Background: an optimization exercise with open tools, aiming at small area. Do not read the settings as production practice.
Function was not checked in any run shown here: the RTL went through the layout flow alone.
Power is estimated from default activity; no workload was simulated.

$ cat flow/design.v
package paid_pkg;
  localparam int unsigned MODE_W = 2;
  localparam int unsigned POS_W  = 6;
  localparam int unsigned VAL_W  = 32;
  localparam int unsigned ST_W   = 2;
  localparam int unsigned CNT_W  = 6;
  localparam logic [MODE_W-1:0] MODE_INSERT = 2'd0;
  localparam logic [MODE_W-1:0] MODE_DELETE = 2'd1;
  localparam logic [MODE_W-1:0] MODE_READ   = 2'd2;
  localparam logic [ST_W-1:0] ST_DONE   = 2'd0;
  localparam logic [ST_W-1:0] ST_FULL   = 2'd1;
  localparam logic [ST_W-1:0] ST_EMPTY  = 2'd2;
  localparam logic [ST_W-1:0] ST_BADPOS = 2'd3;
endpackage
module paid_cell #(
  parameter bit HAS_LEFT  = 1'b1,
  parameter bit HAS_RIGHT = 1'b1
) (
  input  logic                        clk_i,
  input  logic                        hold_ni,
  input  logic                        left_ni,
  input  logic                        right_ni,
  input  logic                        bcast_ni,
  input  logic [paid_pkg::VAL_W-1:0]  left_n_i,
  input  logic [paid_pkg::VAL_W-1:0]  right_n_i,
  input  logic [paid_pkg::VAL_W-1:0]  bcast_n_i,
  output logic [paid_pkg::VAL_W-1:0]  entry_n_o
);
  logic [paid_pkg::VAL_W-1:0] entry_nq, from_left, from_right;
  if (HAS_LEFT) begin : g_left
    assign from_left = {paid_pkg::VAL_W{left_ni}} | left_n_i;
  end else begin : g_no_left
    assign from_left = '1;
  end
  if (HAS_RIGHT) begin : g_right
    assign from_right = {paid_pkg::VAL_W{right_ni}} | right_n_i;
  end else begin : g_no_right
    assign from_right = '1;
  end
  always_ff @(posedge clk_i) begin
    entry_nq <= ({paid_pkg::VAL_W{hold_ni}}  | entry_nq)
              & ({paid_pkg::VAL_W{bcast_ni}} | bcast_n_i)
              & from_left & from_right;
  end
  assign entry_n_o = entry_nq;
endmodule
module positional_array_insert_delete
#(
  parameter int CAPACITY = 32
) (
  input  logic                    clk_i,
  input  logic                    rst_ni,
  input  logic                    in_valid_i,
  output logic                    in_stall_o,
  input  logic [paid_pkg::MODE_W-1:0]       mode_i,
  input  logic [paid_pkg::POS_W-1:0]        position_i,
  input  logic signed [paid_pkg::VAL_W-1:0] value_i,
  output logic                    out_valid_o,
  input  logic                    out_stall_i,
  output logic [paid_pkg::ST_W-1:0]         status_o,
  output logic signed [paid_pkg::VAL_W-1:0] entry_value_o,
  output logic [paid_pkg::CNT_W-1:0]        entry_count_o,
  output logic                    last_o
);
  localparam int VW = paid_pkg::VAL_W;
  localparam int CW = paid_pkg::CNT_W;
  localparam int IW = $clog2(CAPACITY);
  logic          reading_q;
  logic [CW-1:0] count_q, count_d;
  logic [IW-1:0] rem_q;
  logic                    out_valid_q;
  logic [paid_pkg::ST_W-1:0] status_q, status_d;
  logic [VW-1:0]           value_q;
  logic out_free, in_acc, load, rd_last, rd_start;
  logic m_ins, m_del, m_rd;
  logic ins, del, rot, ins_mv, del_mv, ins_rot;
  logic full, empty, ins_bad, del_bad;
  logic [CW-1:0] pos;
  logic [VW-1:0] bcast_n, head;
  logic [VW-1:0] entry_n [CAPACITY];
  logic [CAPACITY-1:0] ge;
  assign out_free   = !(out_valid_q && out_stall_i);
  assign in_stall_o = reading_q || !out_free;
  assign in_acc     = in_valid_i && !in_stall_o;
  assign rot        = reading_q && out_free;
  assign rd_last    = (rem_q == '0);
  assign full    = count_q[CW-1];
  assign empty   = (count_q == '0);
  assign ins_bad = (position_i > count_q);
  assign del_bad = (position_i >= count_q);
  assign m_ins = (mode_i == paid_pkg::MODE_INSERT);
  assign m_del = (mode_i == paid_pkg::MODE_DELETE);
  assign m_rd  = (mode_i == paid_pkg::MODE_READ);
  assign ins      = in_acc && m_ins && !full && !ins_bad;
  assign del      = in_acc && m_del && !empty && !del_bad;
  assign rd_start = in_acc && m_rd && !empty;
  assign load     = rot || (in_acc && (m_ins || m_del || (m_rd && empty)));
  assign ins_mv  = in_acc && m_ins && !full;
  assign del_mv  = in_acc && m_del;
  assign ins_rot = ins_mv || rot;
  always_comb begin
    count_d = count_q;
    if (ins) count_d = count_q + CW'(1);
    if (del) count_d = count_q - CW'(1);
  end
  always_comb begin
    status_d = paid_pkg::ST_DONE;
    if (rot) begin
      status_d = paid_pkg::ST_DONE;
    end else if (m_ins) begin
      if (full)         status_d = paid_pkg::ST_FULL;
      else if (ins_bad) status_d = paid_pkg::ST_BADPOS;
    end else if (m_del) begin
      if (empty)        status_d = paid_pkg::ST_EMPTY;
      else if (del_bad) status_d = paid_pkg::ST_BADPOS;
    end else begin
      status_d = paid_pkg::ST_EMPTY;
    end
  end
  always_ff @(posedge clk_i or negedge rst_ni) begin
    if (!rst_ni) begin
      reading_q   <= 1'b0;
      count_q     <= '0;
      out_valid_q <= 1'b0;
    end else begin
      if (rd_start) begin
        reading_q <= 1'b1;
      end else if (rot && rd_last) begin
        reading_q <= 1'b0;
      end
      count_q     <= count_d;
      out_valid_q <= load || !out_free;
    end
  end
  assign head = ~entry_n[0];
  always_ff @(posedge clk_i) begin
    if (rd_start) begin
      rem_q <= IW'(count_q - CW'(1));
    end else if (rot) begin
      rem_q <= rem_q - IW'(1);
    end
    if (load) begin
      status_q <= status_d;
    end
    value_q <= ({VW{rot}} & head) | ({VW{!load}} & value_q);
  end
  assign bcast_n = reading_q ? entry_n[0] : ~value_i;
  assign pos     = reading_q ? (count_q - CW'(1)) : position_i;
  for (genvar i = 0; i < CAPACITY; i++) begin : g_ge
    assign ge[i] = (CW'(i) >= pos);
  end
  for (genvar i = 0; i < CAPACITY; i++) begin : g_cell
    logic s_left_n, s_right_n, s_bcast_n, s_hold_n;
    logic [VW-1:0] left_n, right_n;
    if (i == 0) begin : g_first
      assign left_n    = entry_n[i];
      assign s_left_n  = 1'b1;
      assign s_bcast_n = !(ins_rot && ge[i]);
    end else begin : g_mid_l
      assign left_n    = entry_n[i-1];
      assign s_left_n  = !(ins_mv && ge[i-1]);
      assign s_bcast_n = !(ins_rot && ge[i] && !ge[i-1]);
    end
    if (i == CAPACITY - 1) begin : g_last
      assign right_n   = entry_n[i];
      assign s_right_n = 1'b1;
    end else begin : g_mid_r
      assign right_n   = entry_n[i+1];
      assign s_right_n = !((del_mv && ge[i]) || (rot && !ge[i]));
    end
    assign s_hold_n = !(s_left_n && s_right_n && s_bcast_n);
    paid_cell #(
      .HAS_LEFT (i != 0),
      .HAS_RIGHT(i != CAPACITY - 1)
    ) u_cell (
      .clk_i    (clk_i),
      .hold_ni  (s_hold_n),
      .left_ni  (s_left_n),
      .right_ni (s_right_n),
      .bcast_ni (s_bcast_n),
      .left_n_i (left_n),
      .right_n_i(right_n),
      .bcast_n_i(bcast_n),
      .entry_n_o(entry_n[i])
    );
  end
  assign out_valid_o   = out_valid_q;
  assign status_o      = status_q;
  assign entry_value_o = value_q;
  assign entry_count_o = count_q;
  assign last_o        = !reading_q;
endmodule
$ cat flow/run.sh
#!/bin/bash
# synth_recipe.tcl (not shown) runs the flow's synth.tcl, then flattens the netlist and writes it again
# the make line also repeats each setting of config.mk as NAME=value (left out here)
make -C /OpenROAD-flow-scripts/flow DESIGN_CONFIG=/design/flow/config.mk WORK_HOME=/design/flow/orfs CLKGATE_MAP_FILE= SYNTH_SCRIPT=/design/flow/synth_recipe.tcl finish
$ cat flow/config.mk
export PLATFORM = sky130hd
export DESIGN_NAME = positional_array_insert_delete
export DESIGN_NICKNAME = positional_array_insert_delete
export VERILOG_FILES = /design/flow/design.v
export SDC_FILE = /design/flow/constraint.sdc
export NUM_CORES = 4
export LEC_CHECK = 0
export CAP_MARGIN = 20
export CORE_MARGIN = 2
export CORE_UTILIZATION = 60
export CTS_BUF_LIST = sky130_fd_sc_hd__clkbuf_16
export CTS_CLUSTER_DIAMETER = 100
export CTS_CLUSTER_SIZE = 25
export SLEW_MARGIN = 20
export SYNTH_HIERARCHICAL = 1
$ cat flow/constraint.sdc
create_clock -name core_clock -period 5.0 [get_ports {clk_i}]
set_input_delay 1.0000 -clock core_clock [delete_from_list [all_inputs] [get_ports {clk_i}]]
set_output_delay 1.0000 -clock core_clock [all_outputs]
set_load 0.01 [all_outputs]
==> results of run 1 <==
-- power by group --
part	total (mW)	switching, mW	leakage [nW]	internal (mW)
Sequential	15.5	3.26	8.95	12.2
Clock	4.56	2.74	0.647	1.82
Combinational	16.3	10.3	5.68	5.95
Total	36.3	16.3	15.3	20.0
-- metal layers --
layer,vias up,routed length [µm],global-route usage (%)
met2,1979,64900,58.9
met5,-,0,0
met1,20000,59800,47.9
met4,0,5130,14.6
met3,349,10600,5.29
li1,19100,-,-
-- cells in the final DEF (no fill, tap or decap), types with 6 or more instances in the layout --
cell type and instances:
clkbuf_16 50, a21oi_4 14, edfxtp_1 7, buf_4 152, or3_1 6, o2bb2ai_1 33, o21ai_4 18, nor3_1 10
a21oi_2 11, xnor2_1 7, dfxtp_1 1056, nand2_1 78, mux2i_1 6, o22ai_1 1984, ha_1 11, mux2i_2 8
nor2_1 1143, clkdlybuf4s50_1 86, inv_1 17, a21oi_1 21, dfrtp_1 7, a31oi_2 10, o21ai_0 12, a31oi_1 9
nand3_1 35, buf_16 9, nand2b_1 6, o21ai_2 12
-- registers in the layout, summed over array words and instances (netlist names) --
signal / count
status_q: 2
g_cell.u_cell.entry_nq: 1024
value_q: 32
reading_q: 1
out_valid_q: 1
rem_q: 5
count_q: 6
-- layout make-up --
| class | instances | area (µm²) | area share [%] |
|---|---|---|---|
| antenna | 1 | 2.50 | 0.00542 |
| clock buffer | 50 | 1250 | 2.71 |
| clock inverter | 5 | 58.8 | 0.127 |
| inverter | 17 | 63.8 | 0.138 |
| multi-input combinational | 3521 | 19800 | 42.8 |
| sequential | 1071 | 21600 | 46.7 |
| tap | 959 | 1200 | 2.60 |
| timing repair buffer | 247 | 2250 | 4.87 |
-- worst paths after layout --
| path | startpoint | to | slack [ns] |
|---|---|---|---|
| worst min-delay path | value_q[28] | value_q[28] | 0.47 |
| max in group asynchronous | rst_ni | reading_q | 3.93 |
| worst min register to register | value_q[28] | value_q[28] | 0.47 |
| worst max-delay path | count_q[1] | g_cell[10].u_cell.entry_nq[15] | 0.64 |
| min in group asynchronous | rst_ni | count_q[4] | 0.69 |
| worst max register to register | count_q[1] | g_cell[10].u_cell.entry_nq[15] | 0.64 |
-- stage by stage --
step / hold slack [ns] / power [mW] / util [%]
after floorplan: 0.441 / 26.4 / -
final: 0.469 / 36.3 / 63.2
after CTS: 0.474 / 35.6 / 62.8
after detailed placement: 0.446 / 31.2 / 61.0
after global routing: 0.487 / 38.4 / 63.2
after global placement: 0.444 / 30.8 / 61.0
-- critical path: cells and delay by family (launching register included) --
kind,cells,cell delay (ns)
simple gates,4,1.45
buf+inv,1,0.15
compound gates,3,1.36
mux,1,0.49
flops,1,0.50
fa+ha+maj,1,0.30
==> impl_metrics.yaml, run 1 <==
cts:
  ctsLongestPathBuffers: 3
  cts_tree: "done"
  cts_buffers: 49
  clk_pin_slew_ns: 0.10
  cts_setup_buffers: 0
  cts.root.buffer_cell: "clkbuf_16"
  post_cts_resized: 0
  clock-sinks: 1071
  cts_htree_levels: 2
  insertion_delay_ns: 0.66
  cts_hold_buf: 0
drt:
  drtAntennaViolNets: 0
  vias_per_cell: 7.05
  wl_per_cell_um: 23.9
  drt-total-wl_mm: 140
  drtPass1Iterations: 17
  drcViolationCount: 0
  vias: 41400
  drtIter0Drc: 4022
setup_path:
  r2r_cells: 10
  critPathLaunchType: "flip-flop"
  cp.required_ns: 5.59
  crit_fanout: 32
  path_class: "reg2reg"
  crit_chain: "inv_1 -> ha_1 -> nor3b_1 -> mux2i_1 -> or2_2 -> nand2_1 -> o21ai_0 -> a21boi_4 -> o22ai_1 -> nor2_1"
  arrival_ns: 4.95
  endpoint_kind: "flip-flop"
  cp_slowest_cell: "a21boi_4"
  cpPeakStageDelay_ns: 0.86
sta:
  max_slew_margin_pct: 23.3
  finClkSkew_ns: 0.0296
  setup_viol: 0
  period_share_pct: 87.2
  max_freq_mhz: 229
  hold_viol: 0
  tightest_slew_ns: 1.15
  min_period_ns: 4.36
  fin_setup_tns_ns: 0
  drv_slew: 0
  setup_ws_ns: 0.642
  rsz0062_at_grt: "false"
die:
  rows: 99
  start_util_pct: 60.6
  die_h_um: 276
  dieArea_um2: 76000
  die_w_um: 276
  core_um2: 73100
  io_pins: 87
pwr:
  peakVddDrop_v: 0.000500
  p_leak_nw: 15.3
  p_per_area_nw_per_um2: 786
logic_synthesis:
  netlist_area_um2: 44300
  netlist_instances: 5036
  ys.warnings.count: 11
  syn_area_per_cell_um2: 8.80
  syn_nets: 5091
cells_and_area:
  finalNonFillerCells: 5871
  synthToLayoutAreaGrowth_pct: 4.16
  nNetsFinal: 4962
  finalInstanceArea_um2: 46200
  final.fill_count: 6358
  drive_gt1_share_pct: 6.54
min_path:
  hold_path.class: "reg2reg"
  hold_depth: 1
placement:
  numPortBuffers: 86
  pre_cts_slack_ns: 0.653
  gp_congestion: 0.898
  dpl_cell_area_um2: 44600
  dp_cells: 5806
  detailed_place_hpwl_mm: 96.5
global_route:
  grt.total_usage_pct: 36.0
  grt_antenna_before_repair: 0
  grt_max_degree: 37
  grt-ovfl-total: 0
  grt_pass1_wl_mm: 223
  grt_pass1_vias: 39500
run:
  drv_cap: 0
run_status:
  outcome: "no timing/DRC/antenna violations"
==> inputs of run 2 (changes only) <==
==> flow/flow/run.sh (new file) <==
#!/bin/bash
# The standard layout, with the port buffers made from the smallest
# buffer cell instead of a delay buffer.
export BUFFER_PORTS_ARGS="-buffer_cell sky130_fd_sc_hd__buf_1"
bash standard.sh > standard.log 2>&1
==> flow/standard.sh (new file) <==
#!/bin/bash
# synth_recipe.tcl (not shown) runs the flow's synth.tcl, then flattens the netlist and writes it again
# the make line also repeats each setting of config.mk as NAME=value (left out here)
make -C /OpenROAD-flow-scripts/flow DESIGN_CONFIG=/design/flow/config.mk WORK_HOME=/design/flow/orfs CLKGATE_MAP_FILE= SYNTH_SCRIPT=/design/flow/synth_recipe.tcl "${@:-finish}"
--- a/flow/config.mk
+++ b/flow/config.mk
@@ -11,5 +11,6 @@
 export CTS_BUF_LIST = sky130_fd_sc_hd__clkbuf_16
 export CTS_CLUSTER_DIAMETER = 100
 export CTS_CLUSTER_SIZE = 25
+export PLACE_DENSITY = 0.85
 export SLEW_MARGIN = 20
 export SYNTH_HIERARCHICAL = 1
removed: flow/run.sh
==> impl_metrics.yaml, run 2 <==
drt:
  drtAntennaViolNets: 0
  vias: 42600
  drtIter0Drc: 5607
  vias_per_cell: 7.26
  wl_per_cell_um: 22.6
  drtPass1Iterations: 26
  drcViolationCount: 0
  drt-total-wl_mm: 132
placement:
  numPortBuffers: 86
  detailed_place_hpwl_mm: 90.3
  gp_congestion: 0.946
  dpl_cell_area_um2: 43900
  pre_cts_slack_ns: 0.884
cts:
  cts_tree: "done"
  cts.root.buffer_cell: "clkbuf_16"
  clock-sinks: 1071
  ctsLongestPathBuffers: 3
  clk_pin_slew_ns: 0.10
  post_cts_resized: 0
  insertion_delay_ns: 0.64
  cts_buffers: 49
  cts_hold_buf: 0
  cts_htree_levels: 2
  cts_setup_buffers: 0
die:
  core_um2: 73100
  dieArea_um2: 76000
  io_pins: 87
  die_h_um: 276
  rows: 99
  die_w_um: 276
  start_util_pct: 60.6
sta:
  min_period_ns: 4.13
  rsz0062_at_grt: "false"
  fin_setup_tns_ns: 0
  tightest_slew_ns: 1.18
  drv_slew: 0
  max_slew_margin_pct: 21.5
  setup_viol: 0
  period_share_pct: 82.5
  finClkSkew_ns: 0.0298
  setup_ws_ns: 0.874
  hold_viol: 0
  max_freq_mhz: 242
logic_synthesis:
  ys.warnings.count: 11
  netlist_area_um2: 44300
  netlist_instances: 5036
  syn_nets: 5091
  syn_area_per_cell_um2: 8.80
setup_path:
  arrival_ns: 4.68
  crit_top_cell: "nor2_1"
  critPathLaunchType: "flip-flop"
  crit_chain: "inv_1 -> ha_1 -> nor3b_1 -> mux2i_1 -> nor2_1 -> nor2_2 -> a21oi_1 -> a21o_1 -> o22ai_1 -> nor2_1"
  crit_fanout: 32
  path_class: "reg2reg"
  timing.critical_path.buf_inv: 1
  cp_slowest_cell: "a21o_1"
  cpLargestDelayFamily: "simple AND/OR/NAND/NOR gates"
  endpoint_kind: "flip-flop"
  cpPeakStageDelay_ns: 0.84
  cp.required_ns: 5.56
min_path:
  hold_path.class: "in2async"
cells_and_area:
  layout_commonest_cell: "o22ai_1"
  drive_gt1_share_pct: 6.35
  nNetsFinal: 4949
  top_register: "g_cell.u_cell.entry_nq"
  layout_common_cells: "1984 x o22ai_1, 1143 x nor2_1, 1056 x dfxtp_1"
  synthToLayoutAreaGrowth_pct: 2.78
  fin_util_pct: 62.3
  largestRegisters: "g_cell.u_cell.entry_nq: 1024 flops, value_q: 32 flops, count_q: 6 flops"
  finalInstanceArea_um2: 45500
  largest_reg_flops: 1024
global_route:
  grt.busiest_layer: "met2"
  use_met3_pct: 5.12
  grt_antenna_before_repair: 0
  grtUsageMet2_pct: 54.1
  grt_pass1_vias: 40000
  grt-ovfl-total: 0
  met1_usage_pct: 44.6
  grt.total_usage_pct: 33.5
  grt_pass1_wl_mm: 213
  grt_max_degree: 39
pwr:
  p_leak_nw: 15.0
  power.total_mw: 35.9
  p_per_area_nw_per_um2: 788
  peakVddDrop_v: 0.000447
run:
  drv_cap: 0
run_status:
  outcome: "no timing/DRC/antenna violations"
[run 2: area by class of cell]
cell class	instances	area, µm²
inverter	17	63.8
multi-input combinational	3521	19800
timing repair buffer	234	1630
antenna	2	5.00
sequential	1071	21600
clock buffer	50	1250
tap	959	1200
clock inverter	6	60.1
fill	5978	27500
[run 2: per-layer routing]
metal	part of all wire [%]	up-vias
met5	0	-
met4	3.8	0
met3	10	462
met2	46	2868
met1	40	20200
li1	-	19100
[run 2: per-stage QoR]
step	instances	hold WS, ns
2_1_floorplan	5036	0.441
3_3_place_gp	5792	0.443
3_5_place_dp	5792	0.444
4_1_cts	5848	0.358
5_1_grt	5858	0.386
6_report	5860	0.351
[run 2: final timing paths]
| path | from | to | slack (ns) | depth (start not counted) |
|---|---|---|---|---|
| min reg2reg | value_q[13] | value_q[13] | 0.47 | 1 |
| max | count_q[1] | g_cell[9].u_cell.entry_nq[5] | 0.87 | 10 |
| min | rst_ni | reading_q | 0.35 | 1 |
| min in group core_clock | value_q[13] | value_q[13] | 0.47 | 1 |
| max reg2reg | count_q[1] | g_cell[9].u_cell.entry_nq[5] | 0.87 | 10 |
| max in group asynchronous | rst_ni | reading_q | 4.21 | 1 |
[run 2: where the power goes]
group          switching, mW  total [mW]  internal (mW)
clock network           2.67        4.48           1.81
registers               3.27        15.5           12.2
logic                   10.2        15.9           5.72
[run 2: worst reg2reg max path: stages, from the launching register on]
cell     delay [ns]
dfrtp_1        0.48
inv_1          0.14
ha_1           0.30
nor3b_1        0.46
mux2i_1        0.25
nor2_1         0.59
nor2_2         0.31
a21oi_1        0.28
a21o_1         0.84
o22ai_1        0.26
nor2_1         0.16
==> inputs of run 3 (changes only) <==
--- a/flow/config.mk
+++ b/flow/config.mk
@@ -7,10 +7,9 @@
 export LEC_CHECK = 0
 export CAP_MARGIN = 20
 export CORE_MARGIN = 2
-export CORE_UTILIZATION = 60
+export CORE_UTILIZATION = 75
 export CTS_BUF_LIST = sky130_fd_sc_hd__clkbuf_16
 export CTS_CLUSTER_DIAMETER = 100
 export CTS_CLUSTER_SIZE = 25
-export PLACE_DENSITY = 0.85
 export SLEW_MARGIN = 20
 export SYNTH_HIERARCHICAL = 1
==> impl_metrics.yaml, run 3 <==
cells_and_area:
  nNetsFinal: 4959
  synthToLayoutAreaGrowth_pct: 2.82
  largest_reg_flops: 1024
  layout_common_cells: "1984 x o22ai_1, 1143 x nor2_1, 1056 x dfxtp_1"
  layout_commonest_cell: "o22ai_1"
  top_register: "g_cell.u_cell.entry_nq"
  antenna_cells: 0
  largestRegisters: "g_cell.u_cell.entry_nq: 1024 flops, value_q: 32 flops, count_q: 6 flops"
  drive_gt1_share_pct: 6.48
pwr:
  power.share.switching_pct: 45.4
  intPower_mw: 19.9
  combPwrFrac_pct: 44.9
  peakVddDrop_v: 0.000624
  p_per_area_nw_per_um2: 800
  pwr-share-seq_pct: 42.8
  p_clk_share_pct: 12.3
  p_leak_nw: 15.1
  p_sw_mw: 16.5
setup_path:
  critPathLaunchType: "flip-flop"
  worstSetupStartpoint: "count_q[1]"
  rr_startpoint: "count_q[1]"
  path_class: "reg2reg"
  crit_fanout: 32
  r2r_slack_ns: 0.67
  arrival_ns: 4.91
  cp.required_ns: 5.58
  endpoint_kind: "flip-flop"
die:
  rows: 89
  core_um2: 58700
  die_h_um: 247
  die_w_um: 247
  start_util_pct: 75.5
  io_pins: 87
  dieArea_um2: 61000
drt:
  drtPass1Iterations: 7
  vias_per_cell: 7.56
  drcViolationCount: 0
  vias: 42900
  drt-total-wl_mm: 140
  drtIter0Drc: 5336
  drtAntennaViolNets: 0
  wl_per_cell_um: 24.6
global_route:
  grt_max_degree: 39
  grt_pass1_vias: 40700
  grt_antenna_before_repair: 1
  grt-ovfl-total: 0
  grt.total_usage_pct: 44.3
  grt_pass1_wl_mm: 220
cts:
  cts_htree_levels: 2
  clk_pin_slew_ns: 0.10
  clock-sinks: 1071
  cts_buffers: 49
  cts_tree: "done"
  post_cts_resized: 0
  insertion_delay_ns: 0.65
  cts_hold_buf: 0
  ctsLongestPathBuffers: 3
  cts_setup_buffers: 0
  cts.root.buffer_cell: "clkbuf_16"
sta:
  rsz0062_at_grt: "false"
  max_freq_mhz: 231
  setup_viol: 0
  hold_viol: 0
  hold_slack_ns: 0.325
  period_share_pct: 86.5
  max_slew_margin_pct: 17.6
  tightest_slew_ns: 1.24
  finClkSkew_ns: 0.0317
  fin_setup_tns_ns: 0
  min_period_ns: 4.33
  drv_slew: 0
run_status:
  outcome: "no timing/DRC/antenna violations"
placement:
  detailed_place_hpwl_mm: 92.7
  gp_congestion: 0.969
  numPortBuffers: 86
min_path:
  hold_path.class: "in2async"
logic_synthesis:
  ys.warnings.count: 11
  syn_nets: 5091
  netlist_instances: 5036
  syn_area_per_cell_um2: 8.80
  netlist_area_um2: 44300
run:
  drv_cap: 0
-- run 3: layer usage --
metal	global-route usage [%]	wire length, µm	part of all wire [%]
met1	56.7	52600	38
met4	24.6	6760	4.8
met3	7.67	15300	11
met5	0	13	0.0093
met2	71.1	65300	47
-- run 3: critical path: stages, from the launching register on --
cell     delay (ns)
dfrtp_1        0.51
inv_1          0.15
ha_1           0.30
nor3b_1        0.48
mux2i_1        0.46
or2_2          0.45
nand2_1        0.28
nor2_1         0.26
a21o_1         0.90
o22ai_1        0.26
nor2_1         0.20
-- run 3: final timing paths --
kind                                            endpoint  cells past startpoint
max                        g_cell[9].u_cell.entry_nq[19]                     10
min                                           count_q[1]                      1
max reg2reg                g_cell[9].u_cell.entry_nq[19]                     10
min reg2reg                                  value_q[14]                      1
max in group asynchronous                      reading_q                      1
min in group core_clock                      value_q[14]                      1
-- run 3: final cells by class --
cell class / count / area [µm²]
tap: 773 / 967
multi-input combinational: 3521 / 19800
inverter: 17 / 63.8
sequential: 1071 / 21600
clock inverter: 4 / 62.6
fill: 4208 / 13100
timing repair buffer: 244 / 1900
clock buffer: 49 / 1230
-- run 3: metrics by stage --
step                      instances  setup WS [ns]  util (%)  power, mW  area, µm²
after detailed placement       5606          0.861      74.5       30.8      43700
after global placement         5606          0.999      74.5       30.2      43700
final                          5679          0.675      77.6       36.4      45600
after global routing           5679          0.421      77.6       38.2      45600
after CTS                      5659          0.838      76.7       35.1      45000
after floorplan                5036           1.21         -       26.4      44300
-- run 3: power groups by stage --
stage,Combinational [mW],Clock [mW],Sequential [mW]
after CTS,15.3,4.46,15.4
after floorplan,12.0,0,14.4
after detailed placement,15.2,0,15.6
final,16.4,4.47,15.6
after global routing,17.5,4.77,15.9
after global placement,14.7,0,15.5
==> inputs of run 4 (changes only) <==
--- a/flow/config.mk
+++ b/flow/config.mk
@@ -7,9 +7,10 @@
 export LEC_CHECK = 0
 export CAP_MARGIN = 20
 export CORE_MARGIN = 2
-export CORE_UTILIZATION = 75
+export CORE_UTILIZATION = 68
 export CTS_BUF_LIST = sky130_fd_sc_hd__clkbuf_16
-export CTS_CLUSTER_DIAMETER = 100
-export CTS_CLUSTER_SIZE = 25
+export CTS_CLUSTER_DIAMETER = 110
+export CTS_CLUSTER_SIZE = 28
+export PLACE_DENSITY = 0.75
 export SLEW_MARGIN = 20
 export SYNTH_HIERARCHICAL = 1
==> impl_metrics.yaml, run 4 <==
setup_path:
  cp.required_ns: 5.59
  timing.critical_path.buf_inv: 1
  path_class: "reg2reg"
  crit_fanout: 32
  cpPeakStageDelay_ns: 0.95
  arrival_ns: 4.91
  r2r_slack_ns: 0.68
  cpLargestDelayFamily: "simple AND/OR/NAND/NOR gates"
  cp_slowest_cell: "a21o_1"
  crit_top_cell: "nor2_1"
  crit_chain: "inv_1 -> ha_1 -> nor3b_1 -> mux2i_1 -> or2_2 -> nand2_1 -> nor2_1 -> a21o_1 -> o22ai_1 -> nor2_1"
  endpoint_kind: "flip-flop"
  critPathLaunchType: "flip-flop"
cts:
  cts_htree_levels: 2
  cts.root.buffer_cell: "clkbuf_16"
  cts_buffers: 44
  ctsLongestPathBuffers: 3
  clock-sinks: 1071
  cts_hold_buf: 0
  insertion_delay_ns: 0.66
  cts_tree: "done"
  post_cts_resized: 0
  cts_setup_buffers: 0
  clk_pin_slew_ns: 0.11
drt:
  drtPass1Iterations: 6
  drtIter0Drc: 5409
  drt-total-wl_mm: 142
  vias_per_cell: 7.37
  drtAntennaViolNets: 0
  met2RoutedLength_mm: 65.8
  wl_met1_mm: 56.5
  vias: 42400
  drcViolationCount: 0
  met3_length_mm: 13.8
  dr.max_layer_used: "met4"
  wl_per_cell_um: 24.8
sta:
  period_share_pct: 86.4
  fin_setup_tns_ns: 0
  drv_slew: 0
  rsz0062_at_grt: "false"
  max_slew_margin_pct: 21.2
  hold_viol: 0
  tightest_slew_ns: 1.18
  hold_slack_ns: 0.322
  setup_viol: 0
  finClkSkew_ns: 0.0295
  max_freq_mhz: 231
  min_period_ns: 4.32
placement:
  dp_cells: 5690
  numPortBuffers: 86
  gp_congestion: 0.936
  detailed_place_hpwl_mm: 94.0
cells_and_area:
  ff_latch_area_um2: 21600
  antenna_cells: 0
  largestRegisters: "g_cell.u_cell.entry_nq: 1024 flops, value_q: 32 flops, count_q: 6 flops"
  drive_gt1_share_pct: 6.31
  multi_input_area_um2: 19800
  finalNonFillerCells: 5754
  final.fill_count: 5231
  synthToLayoutAreaGrowth_pct: 2.57
  largest_reg_flops: 1024
  nNetsFinal: 4951
  layout_common_cells: "1984 x o22ai_1, 1143 x nor2_1, 1056 x dfxtp_1"
  layout_commonest_cell: "o22ai_1"
  top_register: "g_cell.u_cell.entry_nq"
pwr:
  pwr-share-seq_pct: 43.1
  power.total_mw: 36.2
  p_clk_share_pct: 11.9
  p_leak_nw: 15.0
  p_sw_mw: 16.5
  p_per_area_nw_per_um2: 796
  intPower_mw: 19.7
  combPwrFrac_pct: 45.0
  peakVddDrop_v: 0.000479
  power.share.switching_pct: 45.7
die:
  die_w_um: 259
  io_pins: 87
  die_h_um: 259
  dieArea_um2: 67200
  start_util_pct: 68.7
  rows: 93
  core_um2: 64500
logic_synthesis:
  ys.warnings.count: 11
  syn_area_per_cell_um2: 8.80
  netlist_instances: 5036
  syn_nets: 5091
  netlist_area_um2: 44300
global_route:
  grt_antenna_before_repair: 0
  grt-ovfl-total: 0
  grt_pass1_wl_mm: 225
  grt_pass1_vias: 40100
  grt.total_usage_pct: 40.9
  grt_max_degree: 39
run_status:
  outcome: "no timing/DRC/antenna violations"
run:
  drv_cap: 0
min_path:
  hold_path.class: "in2async"
-- run 4: per-stage QoR --
stage | utilization [%] | cell area, µm² | worst slack [ns]
6_report | 70.5 | 45500 | 0.680
3_3_place_gp | 68.0 | 43900 | 0.893
5_1_grt | 70.5 | 45500 | 0.413
2_1_floorplan | - | 44300 | 1.21
4_1_cts | 69.9 | 45000 | 0.831
3_5_place_dp | 68.0 | 43900 | 0.862
-- run 4: cell type report --
cell class | count | share of cell area [%]
clock inverters | 4 | 0.107
inverters | 17 | 0.140
well taps | 855 | 2.35
flip-flops and latches | 1071 | 47.4
multi-input cells | 3521 | 43.6
repair buffers | 241 | 3.93
clock buffers | 45 | 2.48
-- run 4: worst paths after layout --
kind	cells past startpoint	endpoint	startpoint
setup / recovery	10	g_cell[9].u_cell.entry_nq[12]	count_q[1]
hold / removal	1	count_q[0]	rst_ni
setup reg to reg	10	g_cell[9].u_cell.entry_nq[12]	count_q[1]
hold reg to reg	1	value_q[10]	value_q[10]
max in group asynchronous	1	reading_q	rst_ni
min in group core_clock	1	value_q[10]	value_q[10]
-- run 4: layer usage --
layer,global-route usage [%],vias to the layer above
met5,0,-
met4,18.9,0
met3,6.20,485
met2,66.0,2636
met1,54.4,20300
li1,-,19000
-- run 4: power by group through the flow --
stage / clock network, mW / logic [mW] / registers, mW
6_report: 4.32 / 16.3 / 15.6
3_3_place_gp: 0 / 14.9 / 15.6
4_1_cts: 4.33 / 15.4 / 15.4
3_5_place_dp: 0 / 15.3 / 15.6
5_1_grt: 4.60 / 17.5 / 15.9
2_1_floorplan: 0 / 12.0 / 14.4
-- run 4: worst register-to-register path, cell delays in order (launching register included) --
cell,delay (ns)
dfrtp_1,0.49
inv_1,0.15
ha_1,0.29
nor3b_1,0.47
mux2i_1,0.49
or2_2,0.47
nand2_1,0.26
nor2_1,0.29
a21o_1,0.95
o22ai_1,0.28
nor2_1,0.15
==> inputs of run 5 (changes only) <==
--- a/flow/config.mk
+++ b/flow/config.mk
@@ -7,10 +7,9 @@
 export LEC_CHECK = 0
 export CAP_MARGIN = 20
 export CORE_MARGIN = 2
-export CORE_UTILIZATION = 68
+export CORE_UTILIZATION = 60
 export CTS_BUF_LIST = sky130_fd_sc_hd__clkbuf_16
 export CTS_CLUSTER_DIAMETER = 110
 export CTS_CLUSTER_SIZE = 28
-export PLACE_DENSITY = 0.75
 export SLEW_MARGIN = 20
 export SYNTH_HIERARCHICAL = 1
==> impl_metrics.yaml, run 5 <==
min_path:
  hold_path.class: "in2async"
cells_and_area:
  top_register: "g_cell.u_cell.entry_nq"
  antenna_cells: 0
  ff_latch_area_um2: 21600
  layout_common_cells: "1984 x o22ai_1, 1143 x nor2_1, 1056 x dfxtp_1"
  nNetsFinal: 4955
  drive_gt1_share_pct: 6.42
  layout_commonest_cell: "o22ai_1"
  fin_util_pct: 62.6
  largestRegisters: "g_cell.u_cell.entry_nq: 1024 flops, value_q: 32 flops, count_q: 6 flops"
  multi_input_area_um2: 19800
  final.fill_count: 6381
  largest_reg_flops: 1024
  synthToLayoutAreaGrowth_pct: 3.28
pwr:
  p_per_area_nw_per_um2: 793
  peakVddDrop_v: 0.000468
  p_leak_nw: 15.1
  power.total_mw: 36.3
sta:
  min_period_ns: 4.22
  hold_viol: 0
  finClkSkew_ns: 0.0281
  tightest_slew_ns: 1.17
  rsz0062_at_grt: "false"
  max_slew_margin_pct: 22.1
  period_share_pct: 84.4
  hold_slack_ns: 0.286
  setup_ws_ns: 0.781
  fin_setup_tns_ns: 0
  drv_slew: 0
  setup_viol: 0
  max_freq_mhz: 237
run:
  drv_cap: 0
drt:
  drtPass1Iterations: 17
  drcViolationCount: 0
  drtIter0Drc: 4323
  drt-total-wl_mm: 144
  vias: 41600
  vias_per_cell: 7.09
  drtAntennaViolNets: 0
  wl_per_cell_um: 24.5
setup_path:
  critPathLaunchType: "flip-flop"
  endpoint_kind: "flip-flop"
  r2r_cells: 12
  path_class: "reg2reg"
  crit_fanout: 33
  cp.required_ns: 5.57
  arrival_ns: 4.79
placement:
  gp_congestion: 0.916
  pre_cts_slack_ns: 0.816
  detailed_place_hpwl_mm: 96.9
  numPortBuffers: 86
die:
  die_h_um: 276
  dieArea_um2: 76000
  die_w_um: 276
  io_pins: 87
  start_util_pct: 60.6
  rows: 99
  core_um2: 73100
global_route:
  grt_pass1_wl_mm: 226
  grt_antenna_before_repair: 1
  grt_max_degree: 39
  grt.total_usage_pct: 36.6
  grt_pass1_vias: 39400
  grt-ovfl-total: 0
logic_synthesis:
  netlist_instances: 5036
  syn_area_per_cell_um2: 8.80
  ys.warnings.count: 11
  syn_nets: 5091
  netlist_area_um2: 44300
cts:
  cts_hold_buf: 0
  ctsLongestPathBuffers: 3
  cts_buffers: 45
  clk_pin_slew_ns: 0.11
  insertion_delay_ns: 0.65
  cts_htree_levels: 2
  clock-sinks: 1071
  cts_setup_buffers: 0
  post_cts_resized: 0
  cts_tree: "done"
  cts.root.buffer_cell: "clkbuf_16"
run_status:
  outcome: "no timing/DRC/antenna violations"
run 5: area by class of cell:
type	instances	share of cell area, %
clock buffers	46	2.52
clock inverters	5	0.167
inverters	17	0.139
multi-input cells	3521	43.3
flip-flops and latches	1071	47.1
well taps	959	2.62
repair buffers	244	4.17
run 5: worst paths after layout:
kind	slack (ns)	end	startpoint
worst min register to register	0.47	value_q[20]	value_q[20]
worst min-delay path	0.29	count_q[0]	rst_ni
worst max-delay path	0.78	g_cell[1].u_cell.entry_nq[5]	count_q[1]
worst max register to register	0.78	g_cell[1].u_cell.entry_nq[5]	count_q[1]
max in group asynchronous	4.33	reading_q	rst_ni
min in group core_clock	0.47	value_q[20]	value_q[20]
run 5: layer usage:
| metal | track usage (%) | up-vias | share of wire (%) |
|---|---|---|---|
| met1 | 49.3 | 20100 | 42 |
| li1 | - | 19000 | - |
| met3 | 4.78 | 324 | 7.9 |
| met2 | 60.1 | 2099 | 47 |
| met5 | 0 | - | 0.0091 |
| met4 | 14.2 | 2 | 3.3 |
run 5: stage by stage:
stage,area [µm²],cells
after floorplan,44300,5036
after global placement,44000,5791
after detailed placement,44000,5791
after CTS,45200,5842
after global routing,45800,5863
final,45800,5863
run 5: worst max-delay path, stage by stage (launching register included):
cell,delay (ns)
dfrtp_1,0.49
inv_1,0.15
ha_1,0.31
nor3b_1,0.46
mux2i_1,0.48
nor2_1,0.29
nor3_1,0.63
nand2_1,0.15
buf_4,0.32
nand3_1,0.12
buf_4,0.40
o22ai_1,0.16
nor2_1,0.14
run 5: report_power, final:
group          total [mW]  internal, mW  switching, mW
Combinational        16.3          5.91           10.4
Sequential           15.5          12.2           3.33
Clock                4.43          1.69           2.74
Total                36.3          19.8           16.5
==> inputs of run 6 (changes only) <==
--- a/flow/design.v
+++ b/flow/design.v
@@ -12,37 +12,153 @@
   localparam logic [ST_W-1:0] ST_EMPTY  = 2'd2;
   localparam logic [ST_W-1:0] ST_BADPOS = 2'd3;
 endpackage
+module paid_sel #(
+  parameter bit HAS_LEFT  = 1'b1,
+  parameter bit HAS_RIGHT = 1'b1
+) (
+  input  logic ge_i,
+  input  logic ge_prev_i,
+  input  logic ins_i,       
+  input  logic del_i,       
+  input  logic rot_i,       
+  input  logic ins_rot_i,   
+  output logic hold_no,
+  output logic left_no,
+  output logic right_no,
+  output logic bcast_no
+);
+  if (HAS_LEFT) begin : g_left
+    assign left_no  = !(ins_i && ge_prev_i);
+    assign bcast_no = !(ins_rot_i && ge_i && !ge_prev_i);
+  end else begin : g_no_left
+    assign left_no  = 1'b1;
+    assign bcast_no = !(ins_rot_i && ge_i);
+  end
+  if (HAS_RIGHT) begin : g_right
+    assign right_no = !((del_i && ge_i) || (rot_i && !ge_i));
+  end else begin : g_no_right
+    assign right_no = 1'b1;
+  end
+  assign hold_no = !(left_no && right_no && bcast_no);
+endmodule
+module paid_store #(
+  parameter int W         = 16,
+  parameter bit HAS_LEFT  = 1'b1,
+  parameter bit HAS_RIGHT = 1'b1
+) (
+  input  logic          clk_i,
+  input  logic          hold_ni,
+  input  logic          left_ni,
+  input  logic          right_ni,
+  input  logic          bcast_ni,
+  input  logic [W-1:0]  left_n_i,
+  input  logic [W-1:0]  right_n_i,
+  input  logic [W-1:0]  bcast_n_i,
+  output logic [W-1:0]  entry_n_o
+);
+  logic [W-1:0] entry_nq, from_left, from_right;
+  if (HAS_LEFT) begin : g_left
+    assign from_left = {W{left_ni}} | left_n_i;
+  end else begin : g_no_left
+    assign from_left = '1;
+  end
+  if (HAS_RIGHT) begin : g_right
+    assign from_right = {W{right_ni}} | right_n_i;
+  end else begin : g_no_right
+    assign from_right = '1;
+  end
+  always_ff @(posedge clk_i) begin
+    entry_nq <= ({W{hold_ni}}  | entry_nq)
+              & ({W{bcast_ni}} | bcast_n_i)
+              & from_left & from_right;
+  end
+  assign entry_n_o = entry_nq;
+endmodule
+module paid_half #(
+  parameter int W         = 16,
+  parameter bit HAS_LEFT  = 1'b1,
+  parameter bit HAS_RIGHT = 1'b1
+) (
+  input  logic          clk_i,
+  input  logic          ge_i,
+  input  logic          ge_prev_i,
+  input  logic          ins_i,
+  input  logic          del_i,
+  input  logic          rot_i,
+  input  logic          ins_rot_i,
+  input  logic [W-1:0]  left_n_i,
+  input  logic [W-1:0]  right_n_i,
+  input  logic [W-1:0]  bcast_n_i,
+  output logic [W-1:0]  entry_n_o
+);
+  logic hold_n, left_n, right_n, bcast_n;
+  paid_sel #(
+    .HAS_LEFT (HAS_LEFT),
+    .HAS_RIGHT(HAS_RIGHT)
+  ) u_sel (
+    .ge_i     (ge_i),
+    .ge_prev_i(ge_prev_i),
+    .ins_i    (ins_i),
+    .del_i    (del_i),
+    .rot_i    (rot_i),
+    .ins_rot_i(ins_rot_i),
+    .hold_no  (hold_n),
+    .left_no  (left_n),
+    .right_no (right_n),
+    .bcast_no (bcast_n)
+  );
+  paid_store #(
+    .W        (W),
+    .HAS_LEFT (HAS_LEFT),
+    .HAS_RIGHT(HAS_RIGHT)
+  ) u_store (
+    .clk_i    (clk_i),
+    .hold_ni  (hold_n),
+    .left_ni  (left_n),
+    .right_ni (right_n),
+    .bcast_ni (bcast_n),
+    .left_n_i (left_n_i),
+    .right_n_i(right_n_i),
+    .bcast_n_i(bcast_n_i),
+    .entry_n_o(entry_n_o)
+  );
+endmodule
 module paid_cell #(
   parameter bit HAS_LEFT  = 1'b1,
   parameter bit HAS_RIGHT = 1'b1
 ) (
   input  logic                        clk_i,
-  input  logic                        hold_ni,
-  input  logic                        left_ni,
-  input  logic                        right_ni,
-  input  logic                        bcast_ni,
+  input  logic                        ge_i,
+  input  logic                        ge_prev_i,
+  input  logic                        ins_i,
+  input  logic                        del_i,
+  input  logic                        rot_i,
+  input  logic                        ins_rot_i,
   input  logic [paid_pkg::VAL_W-1:0]  left_n_i,
   input  logic [paid_pkg::VAL_W-1:0]  right_n_i,
   input  logic [paid_pkg::VAL_W-1:0]  bcast_n_i,
   output logic [paid_pkg::VAL_W-1:0]  entry_n_o
 );
-  logic [paid_pkg::VAL_W-1:0] entry_nq, from_left, from_right;
-  if (HAS_LEFT) begin : g_left
-    assign from_left = {paid_pkg::VAL_W{left_ni}} | left_n_i;
-  end else begin : g_no_left
-    assign from_left = '1;
-  end
-  if (HAS_RIGHT) begin : g_right
-    assign from_right = {paid_pkg::VAL_W{right_ni}} | right_n_i;
-  end else begin : g_no_right
-    assign from_right = '1;
-  end
-  always_ff @(posedge clk_i) begin
-    entry_nq <= ({paid_pkg::VAL_W{hold_ni}}  | entry_nq)
-              & ({paid_pkg::VAL_W{bcast_ni}} | bcast_n_i)
-              & from_left & from_right;
-  end
-  assign entry_n_o = entry_nq;
+  localparam int H = paid_pkg::VAL_W / 2;
+  for (genvar h = 0; h < 2; h++) begin : g_half
+    paid_half #(
+      .W        (H),
+      .HAS_LEFT (HAS_LEFT),
+      .HAS_RIGHT(HAS_RIGHT)
+    ) u_half (
+      .clk_i    (clk_i),
+      .ge_i     (ge_i),
+      .ge_prev_i(ge_prev_i),
+      .ins_i    (ins_i),
+      .del_i    (del_i),
+      .rot_i    (rot_i),
+      .ins_rot_i(ins_rot_i),
+      .left_n_i (left_n_i[h*H +: H]),
+      .right_n_i(right_n_i[h*H +: H]),
+      .bcast_n_i(bcast_n_i[h*H +: H]),
+      .entry_n_o(entry_n_o[h*H +: H])
+    );
+  end
 endmodule
 module positional_array_insert_delete
 #(
@@ -150,34 +266,31 @@
     assign ge[i] = (CW'(i) >= pos);
   end
   for (genvar i = 0; i < CAPACITY; i++) begin : g_cell
-    logic s_left_n, s_right_n, s_bcast_n, s_hold_n;
     logic [VW-1:0] left_n, right_n;
+    logic ge_prev;
     if (i == 0) begin : g_first
-      assign left_n    = entry_n[i];
-      assign s_left_n  = 1'b1;
-      assign s_bcast_n = !(ins_rot && ge[i]);
+      assign left_n  = entry_n[i];
+      assign ge_prev = 1'b0;
     end else begin : g_mid_l
-      assign left_n    = entry_n[i-1];
-      assign s_left_n  = !(ins_mv && ge[i-1]);
-      assign s_bcast_n = !(ins_rot && ge[i] && !ge[i-1]);
+      assign left_n  = entry_n[i-1];
+      assign ge_prev = ge[i-1];
     end
     if (i == CAPACITY - 1) begin : g_last
-      assign right_n   = entry_n[i];
-      assign s_right_n = 1'b1;
+      assign right_n = entry_n[i];
     end else begin : g_mid_r
-      assign right_n   = entry_n[i+1];
-      assign s_right_n = !((del_mv && ge[i]) || (rot && !ge[i]));
-    end
-    assign s_hold_n = !(s_left_n && s_right_n && s_bcast_n);
+      assign right_n = entry_n[i+1];
+    end
     paid_cell #(
       .HAS_LEFT (i != 0),
       .HAS_RIGHT(i != CAPACITY - 1)
     ) u_cell (
       .clk_i    (clk_i),
-      .hold_ni  (s_hold_n),
-      .left_ni  (s_left_n),
-      .right_ni (s_right_n),
-      .bcast_ni (s_bcast_n),
+      .ge_i     (ge[i]),
+      .ge_prev_i(ge_prev),
+      .ins_i    (ins_mv),
+      .del_i    (del_mv),
+      .rot_i    (rot),
+      .ins_rot_i(ins_rot),
       .left_n_i (left_n),
       .right_n_i(right_n),
       .bcast_n_i(bcast_n),
--- a/flow/config.mk
+++ b/flow/config.mk
@@ -9,7 +9,7 @@
 export CORE_MARGIN = 2
 export CORE_UTILIZATION = 60
 export CTS_BUF_LIST = sky130_fd_sc_hd__clkbuf_16
-export CTS_CLUSTER_DIAMETER = 110
-export CTS_CLUSTER_SIZE = 28
+export CTS_CLUSTER_DIAMETER = 100
+export CTS_CLUSTER_SIZE = 25
 export SLEW_MARGIN = 20
 export SYNTH_HIERARCHICAL = 1
==> impl_metrics.yaml, run 6 <==
run_status:
  outcome: "no timing/DRC/antenna violations"
logic_synthesis:
  syn_nets: 5424
  ys.warnings.count: 11
  netlist_area_um2: 47800
  netlist_instances: 5370
  syn_area_per_cell_um2: 8.90
drt:
  drtPass1Iterations: 5
  vias: 38900
  drtIter0Drc: 2220
  wl_per_cell_um: 18.2
  drt-total-wl_mm: 113
  vias_per_cell: 6.29
  drtAntennaViolNets: 0
  drcViolationCount: 0
pwr:
  intPower_mw: 19.1
  p_leak_nw: 15.6
  pwr-share-seq_pct: 46.9
  p_sw_mw: 13.4
  combPwrFrac_pct: 39.1
  p_per_area_nw_per_um2: 694
  peakVddDrop_v: 0.000452
  power.share.switching_pct: 41.1
  p_clk_share_pct: 14.0
setup_path:
  arrival_ns: 5.18
  cpLargestDelayFamily: "simple AND/OR/NAND/NOR gates"
  worstSetupStartpoint: "count_q[0]"
  crit_top_cell: "a21oi_1"
  cp_slowest_cell: "a21oi_1"
  r2r_cells: 12
  cpPeakStageDelay_ns: 0.82
  critPathLaunchType: "flip-flop"
  cp.required_ns: 5.51
  timing.critical_path.buf_inv: 2
  endpoint_kind: "flip-flop"
  crit_fanout: 17
  rr_startpoint: "count_q[0]"
  path_class: "reg2reg"
  r2r_slack_ns: 0.33
  crit_chain: "inv_1 -> ha_1 -> or3b_1 -> xnor2_1 -> a21oi_1 -> and2_1 -> a21oi_1 -> nand2_1 -> buf_4 -> nand3_1 -> o22ai_1 -> nor2_1"
sta:
  setup_viol: 0
  finClkSkew_ns: 0.0321
  tightest_slew_ns: 1.11
  min_period_ns: 4.67
  period_share_pct: 93.4
  hold_viol: 0
  fin_setup_tns_ns: 0
  max_slew_margin_pct: 26.1
  max_freq_mhz: 214
  hold_slack_ns: 0.303
  drv_slew: 0
  rsz0062_at_grt: "false"
global_route:
  grt-ovfl-total: 0
  grt_max_degree: 127
  grt.total_usage_pct: 26.4
  grt_pass1_wl_mm: 189
  grt_antenna_before_repair: 0
  grt_pass1_vias: 36400
placement:
  gp_congestion: 0.847
  numPortBuffers: 86
  detailed_place_hpwl_mm: 85.0
die:
  io_pins: 87
  die_w_um: 286
  core_um2: 78900
  start_util_pct: 60.6
  die_h_um: 286
  dieArea_um2: 81900
  rows: 103
min_path:
  hold_path.class: "in2async"
cts:
  cts_buffers: 49
  post_cts_resized: 0
  clock-sinks: 1071
  cts_setup_buffers: 0
  clk_pin_slew_ns: 0.10
  cts.root.buffer_cell: "clkbuf_16"
  insertion_delay_ns: 0.65
  cts_tree: "done"
  cts_htree_levels: 2
  cts_hold_buf: 0
  ctsLongestPathBuffers: 3
cells_and_area:
  drive_gt1_share_pct: 6.78
  synthToLayoutAreaGrowth_pct: -1.95
  top_register: "g_cell.u_cell.g_half.u_half.u_store.entry_nq"
  fin_util_pct: 59.4
  largest_reg_flops: 1024
  largestRegisters: "g_cell.u_cell.g_half.u_half.u_store.entry_nq: 1024 flops, value_q: 32 flops, count_q: 6 flops"
  nNetsFinal: 5182
  antenna_cells: 0
  layout_common_cells: "1921 x o22ai_1, 1126 x nor2_1, 1056 x dfxtp_1"
  layout_commonest_cell: "o22ai_1"
run:
  drv_cap: 0
[run 6: layer usage]
layer	global-route usage, %	up-vias	part of all wire [%]
met4	3.57	0	0.94
met3	2.42	79	3.8
met5	0	-	0
met1	35.1	18300	46
li1	-	19800	-
met2	47.7	714	49
[run 6: area by class of cell]
| type | count | area, µm² |
|---|---|---|
| fill | 7040 | 32000 |
| sequential | 1071 | 21600 |
| multi-input combinational | 3752 | 21100 |
| timing repair buffer | 233 | 1460 |
| tap | 1050 | 1310 |
| clock buffer | 51 | 1280 |
| inverter | 21 | 78.8 |
| clock inverter | 7 | 56.3 |
[run 6: worst max path at each step]
stage          slack (ns)    endpoint  cells past startpoint
6_report             0.33   flip-flop                     12
3_3_place_gp         0.65   flip-flop                     11
3_5_place_dp         0.46   flip-flop                     12
2_1_floorplan        0.54  count_q[1]                      6
5_1_grt              0.07   flip-flop                     12
4_1_cts              0.45   flip-flop                     11
[run 6: power groups by stage]
stage	clock, mW	sequential [mW]	combinational [mW]
floorplan	0	14.5	11.7
global placement	0	15.3	12.1
detailed placement	0	15.4	12.6
CTS	4.67	15.2	12.7
global route	4.97	15.7	14.2
finish	4.55	15.3	12.7
[run 6: stage by stage]
stage          cells  total power [mW]  worst slack, ns  area, µm²
3_3_place_gp    6126              27.4            0.651      45400
3_5_place_dp    6127              28.1            0.460      45500
4_1_cts         6185              32.6            0.447      46800
2_1_floorplan   5370              26.2            0.544      47800
6_report        6185              32.5            0.328      46900
5_1_grt         6185              34.9           0.0695      46900

re-timing with driven ports:
In the flow no input, the clock included, has a driving cell. The finished layouts below were timed again as built, in two steps.
Step 1 assumes that a clkbuf_16 drives the clock port and a buf_2 every other input.
Step 2, shift: input delay + t, output delay - t, t = (earliest + latest rising clock arrival at the registers) / 2. This alone moves slack from input paths to output paths.
Three values: no drivers, after step 1, after step 2; two values: the first two.
| run | t, ns | setup WS [ns] | worst setup path after step 2 | clock arrival spread, ns |
|---|---|---|---|---|
| run 1 | 0.716 | 0.642 / 0.642 / 0.568 | input to register | 0.029 / 0.030 |
| run 2 | 0.691 | 0.874 / 0.874 / 0.719 | input to register | 0.030 / 0.030 |
| run 3 | 0.701 | 0.675 / 0.675 / 0.675 | register to register | 0.035 / 0.035 |
| run 4 | 0.713 | 0.680 / 0.680 / 0.680 | register to register | 0.030 / 0.030 |
| run 5 | 0.701 | 0.781 / 0.781 / 0.719 | input to register | 0.036 / 0.036 |
| run 6 | 0.696 | 0.328 / 0.328 / 0.328 | register to register | 0.038 / 0.038 |
After both steps setup and hold are still met in every run listed. For run 2, which loses most, drivers alone change the setup slack by 0.000 ns; drivers and shift together by -0.155 ns.
